This is an optimization exercise on Yosys and OpenROAD, whose aim is small area and a short achievable clock period, not a production implementation. Power figures rest on the tool's default switching activity, not on a simulated workload.

// vad_speech_segmenter
module vad_speech_segmenter #(
  parameter int unsigned COUNT_WIDTH = COUNT_WIDTH_DEF,
  parameter int unsigned PROB_WIDTH  = PROB_WIDTH_DEF,
  localparam int unsigned CfgWidth   = (COUNT_WIDTH > PROB_WIDTH) ? COUNT_WIDTH : PROB_WIDTH
) (
  input  logic                     clk_i,
  input  logic                     rst_ni,
  input  logic                     cfg_we_i,
  input  logic [CFG_IDX_WIDTH-1:0] cfg_idx_i,
  input  logic [CfgWidth-1:0]      cfg_data_i,
  input  logic                     in_valid_i,
  output logic                     in_stall_o,
  input  logic                     kind_i,
  input  logic [PROB_WIDTH-1:0]    speech_prob_i,
  input  logic [COUNT_WIDTH-1:0]   stream_length_i,
  output logic                     out_valid_o,
  input  logic                     out_stall_i,
  output logic [COUNT_WIDTH-1:0]   seg_start_o,
  output logic [COUNT_WIDTH-1:0]   seg_end_o,
  output logic [1:0]               end_reason_o
);
Size in the first run: ~2900 cells after synthesis, ~160 I/O pins.
Settings: LEC_CHECK=0, CAP_MARGIN=20, CORE_MARGIN=2, CORE_UTILIZATION=40, SETUP_SLACK_MARGIN=5, SLEW_MARGIN=20; clock period 9.5 ns.
run.sh (not shown) runs the stock make flow with config.mk's settings and CLKGATE_MAP_FILE= SYNTH_SCRIPT=/design/flow/synth_recipe.tcl, a recipe that flattens the netlist after the stock synthesis.
The starting point completed with no timing, DRC or antenna violations.
Rerun with:
--- a/flow/design.v
+++ b/flow/design.v
@@ -161,30 +161,23 @@
   assign wr_pend   = step_i && silence_br && long_pause;
   always_ff @(posedge clk_i) begin
     if (wr_open || step_i && swap)   open_q   <= (pause_valid_q && resumed_q) ? resume_q : count_q;
     if (wr_resume || step_i && swap) resume_q <= (pause_valid_q && resumed_q) ? open_q : count_q;
     if (wr_sil)  sil_q  <= kind_i ? stream_len_i : next_q;
     if (wr_pend) pend_q <= sil_q;
   end
   assign count_d = !step_i ? count_q : (kind_i ? '0 : next_q);
-  logic [WIN_WIDTH:0]             next_lo;
-  logic [COUNT_WIDTH-WIN_WIDTH-1:0] count_hi_inc;
-  logic [COUNT_WIDTH-1:0]         next_d;
-  assign next_lo      = {1'b0, count_d[WIN_WIDTH-1:0]} + {1'b0, window_d_i};
-  assign count_hi_inc = count_d[COUNT_WIDTH-1:WIN_WIDTH] + 1'b1;
-  assign next_d       = {next_lo[WIN_WIDTH] ? count_hi_inc : count_d[COUNT_WIDTH-1:WIN_WIDTH],
-                         next_lo[WIN_WIDTH-1:0]};
   always_ff @(posedge clk_i or negedge rst_ni) begin
     if (!rst_ni) begin
       count_q <= '0;
       next_q  <= COUNT_WIDTH'(WIN_RESET);
     end else begin
       count_q <= count_d;
-      next_q  <= next_d;
+      next_q  <= count_d + COUNT_WIDTH'(window_d_i);
     end
   end
   always_ff @(posedge clk_i or negedge rst_ni) begin
     if (!rst_ni) begin
       in_speech_q   <= 1'b0;
       sil_valid_q   <= 1'b0;
       pause_valid_q <= 1'b0;
       resumed_q     <= 1'b0;
Result: The changed run went through all stages and came out clean; worst setup slack got worse by 0.14 ns; total power decreases by 3.9%; wire length decreases by 1.6%; final area barely changes; clock-buffer cell count decreases by 7.
No functional check of the RTL was part of any run of this note.

---

## alpha
vad_speech_segmenter, a different RTL version from the one above (not shown whole).
For scale: ~2200 cells after synthesis, roughly 410 flip-flops, ~160 I/O pins, ~25000 sq um of cells after synthesis.
// vad_speech_segmenter
module vad_speech_segmenter #(
  parameter int unsigned COUNT_WIDTH = COUNT_WIDTH_DEF,
  parameter int unsigned PROB_WIDTH  = PROB_WIDTH_DEF,
  localparam int unsigned CfgWidth   = (COUNT_WIDTH > PROB_WIDTH) ? COUNT_WIDTH : PROB_WIDTH
) (
  input  logic                     clk_i,
  input  logic                     rst_ni,
  input  logic                     cfg_we_i,
  input  logic [CFG_IDX_WIDTH-1:0] cfg_idx_i,
  input  logic [CfgWidth-1:0]      cfg_data_i,
  input  logic                     in_valid_i,
  output logic                     in_stall_o,
  input  logic                     kind_i,
  input  logic [PROB_WIDTH-1:0]    speech_prob_i,
  input  logic [COUNT_WIDTH-1:0]   stream_length_i,
  output logic                     out_valid_o,
  input  logic                     out_stall_i,
  output logic [COUNT_WIDTH-1:0]   seg_start_o,
  output logic [COUNT_WIDTH-1:0]   seg_end_o,
  output logic [1:0]               end_reason_o
);
export LEC_CHECK = 0
export CAP_MARGIN = 20
export CORE_MARGIN = 2
export CORE_UTILIZATION = 55
export CTS_BUF_LIST = sky130_fd_sc_hd__clkbuf_8
export CTS_CLUSTER_DIAMETER = 50
export CTS_CLUSTER_SIZE = 16
export SETUP_SLACK_MARGIN = 5
export SLEW_MARGIN = 20
create_clock -name core_clock -period 9.5 [get_ports {clk_i}]
standard.sh (not shown) runs the stock make flow with config.mk's settings and CLKGATE_MAP_FILE= SYNTH_SCRIPT=/design/flow/synth_recipe.tcl, a recipe that flattens the netlist after the stock synthesis.
==> flow/flow/run.sh <==
#!/bin/bash
# Layout: the standard flow (standard.sh) with one change: buffer_ports, which puts a
# buffer on every input and output port, uses sky130_fd_sc_hd__buf_1 cells instead of the
# cell it picks by itself (the delay buffer clkdlybuf4s50_1). make's full output goes to
# orfs_make.log here; each tool's own log is under orfs/logs/.
set -euo pipefail
bash standard.sh "BUFFER_PORTS_ARGS=-buffer_cell sky130_fd_sc_hd__buf_1" finish > orfs_make.log 2>&1
alpha finished end to end and its layout was clean on timing, DRC and antenna.
Changes in beta relative to alpha:
-- flow/design.v --
<<< alpha, line 175
  assign count_d = !step_i ? count_q : (kind_i ? '0 : next_q);
  localparam int unsigned HI = COUNT_WIDTH - WIN_WIDTH;
  localparam int unsigned LB = WIN_WIDTH / 2;
  localparam int unsigned UB = WIN_WIDTH - LB;
  logic [LB:0]            sum_b0;
  logic [UB:0]            sum_b1_c0, sum_b1_c1;
  logic                   carry_w;
  logic [HI-1:0]          count_hi_inc;
  logic [COUNT_WIDTH-1:0] next_d;
  assign sum_b0       = {1'b0, count_d[LB-1:0]} + {1'b0, window_d_i[LB-1:0]};
  assign sum_b1_c0    = {1'b0, count_d[WIN_WIDTH-1:LB]} + {1'b0, window_d_i[WIN_WIDTH-1:LB]};
  assign sum_b1_c1    = {1'b0, count_d[WIN_WIDTH-1:LB]} + {1'b0, window_d_i[WIN_WIDTH-1:LB]} + 1'b1;
  assign carry_w      = sum_b0[LB] ? sum_b1_c1[UB] : sum_b1_c0[UB];
  assign count_hi_inc = count_d[COUNT_WIDTH-1:WIN_WIDTH] + 1'b1;
  assign next_d       = {carry_w ? count_hi_inc : count_d[COUNT_WIDTH-1:WIN_WIDTH],
                         sum_b0[LB] ? sum_b1_c1[UB-1:0] : sum_b1_c0[UB-1:0],
                         sum_b0[LB-1:0]};
  always_ff @(posedge clk_i or negedge rst_ni) begin
    if (!rst_ni) begin
>>> beta, line 175
  assign count_d = !step_i ? count_q : (kind_i ? '0 : next_q);
  localparam int unsigned HI = COUNT_WIDTH - WIN_WIDTH;
  localparam int unsigned NG = WIN_WIDTH / 4;
  logic [WIN_WIDTH-1:0]   add_p, add_g, add_c;
  logic [NG-1:0]          grp_p, grp_g;
  logic [NG:0]            grp_c;
  logic [HI-1:0]          count_hi_inc;
  logic [COUNT_WIDTH-1:0] next_d;
  assign add_p = count_d[WIN_WIDTH-1:0] ^ window_d_i;
  assign add_g = count_d[WIN_WIDTH-1:0] & window_d_i;
  always_comb begin
    grp_c[0] = 1'b0;
    for (int j = 0; j < NG; j++) begin
      grp_p[j] = &add_p[4*j +: 4];
      grp_g[j] = add_g[4*j+3] | (add_p[4*j+3] & add_g[4*j+2])
               | (add_p[4*j+3] & add_p[4*j+2] & add_g[4*j+1])
               | (add_p[4*j+3] & add_p[4*j+2] & add_p[4*j+1] & add_g[4*j]);
    end
    for (int j = 0; j < NG; j++) begin
      grp_c[j+1] = grp_g[j];
      for (int k = j - 1; k >= -1; k--) begin
        logic t;
        t = (k >= 0) ? grp_g[k] : 1'b0;
        for (int m = k + 1; m <= j; m++) t = t & grp_p[m];
        if (k >= 0) grp_c[j+1] = grp_c[j+1] | t;
      end
    end
    for (int j = 0; j < NG; j++) begin
      add_c[4*j]   = grp_c[j];
      add_c[4*j+1] = add_g[4*j]   | (add_p[4*j]   & grp_c[j]);
      add_c[4*j+2] = add_g[4*j+1] | (add_p[4*j+1] & add_g[4*j]) | (add_p[4*j+1] & add_p[4*j] & grp_c[j]);
      add_c[4*j+3] = add_g[4*j+2] | (add_p[4*j+2] & add_g[4*j+1])
                   | (add_p[4*j+2] & add_p[4*j+1] & add_g[4*j])
                   | (add_p[4*j+2] & add_p[4*j+1] & add_p[4*j] & grp_c[j]);
    end
  end
  assign count_hi_inc = count_d[COUNT_WIDTH-1:WIN_WIDTH] + 1'b1;
  assign next_d       = {grp_c[NG] ? count_hi_inc : count_d[COUNT_WIDTH-1:WIN_WIDTH],
                         add_p ^ add_c};
  always_ff @(posedge clk_i or negedge rst_ni) begin
    if (!rst_ni) begin
--- outcome ---
Comparing alpha and beta, post-layout total power is lower on beta.
The lower post-route clock period utilization came out of alpha.
Comparing alpha and beta, the higher critical path's largest stage delay is on beta.
Looking at termination of the worst setup path, the u_core.next_nq[29] result is from beta; the u_core.next_nq[18] one comes from alpha.
Latest clock arrival within the worst-skew pair across alpha and beta: no real change.
Diff alpha and beta: slew of the pin with the lowest slew margin lower in beta
The utilization in beta sits 0.42 points below the value recorded for alpha.
[compare] base=alpha new=beta: smallest setup slack after layout dropped 0.18 ns, starting density of the core increased 0.48 points.
No functional check of the RTL was part of any run of this note.

port drivers added, routing unchanged:
In the flow no input, the clock included, has a driving cell. The finished layouts below were timed again as built, in two steps. Step 1, drivers: a clkbuf_16 drives clk_i and a buf_2 each remaining input, both assumed. Step 2 times the ports against the registers' clock, not the clock port: input delays grow and output delays shrink by t, the midpoint of the rising clock arrivals with the driver on. Slacks: ideal ports / drivers / drivers and shift; pairs: ideal ports / drivers.
run | t, ns | setup slack, ns | hold slack, ns | worst setup path after step 2 | pins driven straight from the clock port
the first run of note 1 | 0.653 | 4.895 / 4.919 / 4.267 | 0.504 / 0.504 / 0.504 | input to register | 1
the second run of note 1 | 0.651 | 4.759 / 4.769 / 4.118 | 0.502 / 0.502 / 0.502 | input to register | 1
alpha | 0.717 | 4.678 / 4.691 / 3.974 | 0.505 / 0.505 / 0.505 | input to register | 1
beta | 0.701 | 4.495 / 4.493 / 3.792 | 0.486 / 0.486 / 0.486 | input to register | 1
After both steps every run listed still meets setup and hold. For alpha, which loses most, drivers alone change the setup slack by +0.013 ns; drivers and shift together by -0.704 ns.
